From an optimization exercise on the open Yosys and OpenROAD flow, aimed at small area and few clock cycles; shortcuts taken in it are not production practice.
Only simulation tests tie the RTL to the original design; equivalence was not proved.

// stable_min_priority_queue
module stable_min_priority_queue
#(
   parameter int DEPTH        = 16,
   parameter int PAYLOAD_BITS = 16,
   parameter int WRITE_STRIDE = 2      
) (
   input  wire logic                  clock,
   input  wire logic                  reset,
   input  wire logic                  req_tvalid,
   output logic                       req_tready,
   input  wire logic [smpq_pkg::REQ_DATA_W-1:0] req_tdata,   
   input  wire logic [smpq_pkg::OP_W-1:0]       req_tuser,   
   output logic                       rsp_tvalid,
   input  wire logic                  rsp_tready,
   output logic [smpq_pkg::RSP_DATA_W-1:0]      rsp_tdata,   
   output logic [smpq_pkg::RSP_USER_W-1:0]      rsp_tuser    
);
Settings: LEC_CHECK=0, CAP_MARGIN=20, CORE_MARGIN=2, CORE_UTILIZATION=40, CTS_CLUSTER_DIAMETER=90, CTS_CLUSTER_SIZE=24, GPL_TIMING_DRIVEN=0, SLEW_MARGIN=20, SYNTH_HIERARCHICAL=1, SYNTH_MINIMUM_KEEP_SIZE=0; clock period 6.0 ns.
standard.sh (not shown) runs the stock make flow with config.mk's settings and CLKGATE_MAP_FILE= SYNTH_SCRIPT=/design/flow/synth_recipe.tcl, a recipe that flattens the netlist after the stock synthesis.
==> flow/flow/run.sh <==
#!/bin/bash
# Standard synthesis, then every combinational cell set to its smallest drive
# strength (the layout's repair steps size up again where needed), then the
# standard layout with the smallest buffer on the ports and clock tree
# synthesis run without dummy loads.
set -euo pipefail
R=orfs/results/$FLOW_PLATFORM/stable_min_priority_queue/base
bash standard.sh synth > flow_synth.log 2>&1
python3 flow/downsize.py "$FLOW_HOME/platforms/$FLOW_PLATFORM/lib/sky130_fd_sc_hd__tt_025C_1v80.lib" "$R/1_2_yosys.v" > flow_downsize.log 2>&1
rm -f "$R/1_synth.odb" "$R/1_synth.sdc"
bash standard.sh "BUFFER_PORTS_ARGS=-buffer_cell sky130_fd_sc_hd__buf_1" "CTS_ARGS=-sink_clustering_enable -repair_clock_nets -sink_clustering_size 24 -sink_clustering_max_diameter 90 -dont_use_dummy_load" finish > flow_layout.log 2>&1
==> flow/flow/downsize.py <==
#!/usr/bin/env python3
"""Gate sizing before placement: set every combinational cell in the synthesized
netlist to the smallest drive strength of its type; the flow's repair steps size
up again where slew, capacitance or timing need it. Flip-flops keep their cells."""
import re, sys

lib, netlist = sys.argv[1], sys.argv[2]
text = open(lib).read()
area = {m.group(1): float(m.group(3)) for m in re.finditer(
    r'cell\s*\(\s*"?(\w+)"?\s*\)\s*\{(.*?)area\s*:\s*([\d.]+)', text, re.S)}
seq = set(m.group(1) for m in re.finditer(r'cell\s*\(\s*"?(\w+)"?\s*\)\s*\{[^}]*?\bff\s*\(', text, re.S))
dont = set(sys.argv[3:])

def base(c):
    m = re.match(r'(sky130_fd_sc_hd__\w+?)_(\d+)$', c)
    return (m.group(1), int(m.group(2))) if m else (None, None)

smallest = {}
for c in area:
    b, n = base(c)
    if b is None or c in dont:
        continue
    if b not in smallest or (area[c], n != 1) < (area[smallest[b]], base(smallest[b])[1] != 1):
        smallest[b] = c

v = open(netlist).read()
count = 0
def sub(m):
    global count
    c = m.group(2)
    b, n = base(c)
    if b is None or c in seq or re.search(r'(df|dl|edf|sdf|sedf)', b) or 'conb' in b:
        return m.group(0)
    t = smallest.get(b, c)
    if t != c:
        count += 1
        return m.group(1) + t + m.group(3)
    return m.group(0)
v = re.sub(r'^(\s*)(sky130_fd_sc_hd__\w+)(\s)', sub, v, flags=re.M)
open(netlist, 'w').write(v)
print(f"downsized {count} cells")
Testbench counts at the start, summed over its fixed seeds: cycles 12,516.
Next try:
--- a/flow/flow/run.sh
+++ b/flow/flow/run.sh
@@ -9,3 +9,3 @@
 python3 flow/downsize.py "$FLOW_HOME/platforms/$FLOW_PLATFORM/lib/sky130_fd_sc_hd__tt_025C_1v80.lib" "$R/1_2_yosys.v" > flow_downsize.log 2>&1
 rm -f "$R/1_synth.odb" "$R/1_synth.sdc"
-bash standard.sh "BUFFER_PORTS_ARGS=-buffer_cell sky130_fd_sc_hd__buf_1" "CTS_ARGS=-sink_clustering_enable -repair_clock_nets -sink_clustering_size 24 -sink_clustering_max_diameter 90 -dont_use_dummy_load" finish > flow_layout.log 2>&1
+bash standard.sh "BUFFER_PORTS_ARGS=-buffer_cell sky130_fd_sc_hd__buf_1" "CTS_ARGS=-sink_clustering_enable -repair_clock_nets -buf_list sky130_fd_sc_hd__clkbuf_8 -sink_clustering_size 14 -sink_clustering_max_diameter 70 -dont_use_dummy_load" finish > flow_layout.log 2>&1
=> The new run ran to the end with no violations; final cell count is higher by about 0.5%; via count increases by 0.64%; design area barely changes; worst setup slack degrades by 0.065 ns; count of clock-buffer cells in the layout went up by 44.

## re-timing with driven ports
The results above use ideal ports. As a check the final layouts listed here were re-extracted and re-timed, cells and wires unchanged.
Step 1 sets driving cells, clkbuf_16 on the clock port and buf_2 on the other inputs (assumed; they add their load-dependent delay and slew).
Step 2 also shifts input and output timing later by t, the mid clock arrival at the registers, as if the neighbouring blocks saw the same clock.
Three values: ideal, step 1, step 2; two values: the first two.
run | t (ns) | slack for setup (ns) | pins driven straight from the clock port
the first run | 0.732 | 0.294 / 0.294 / 0.152 | 1
the second run | 0.910 | 0.229 / 0.229 / 0.124 | 1
After both steps setup and hold are still met in every run listed. For the first run, which loses most, drivers alone change the setup slack by 0.000 ns; drivers and shift together by -0.142 ns.
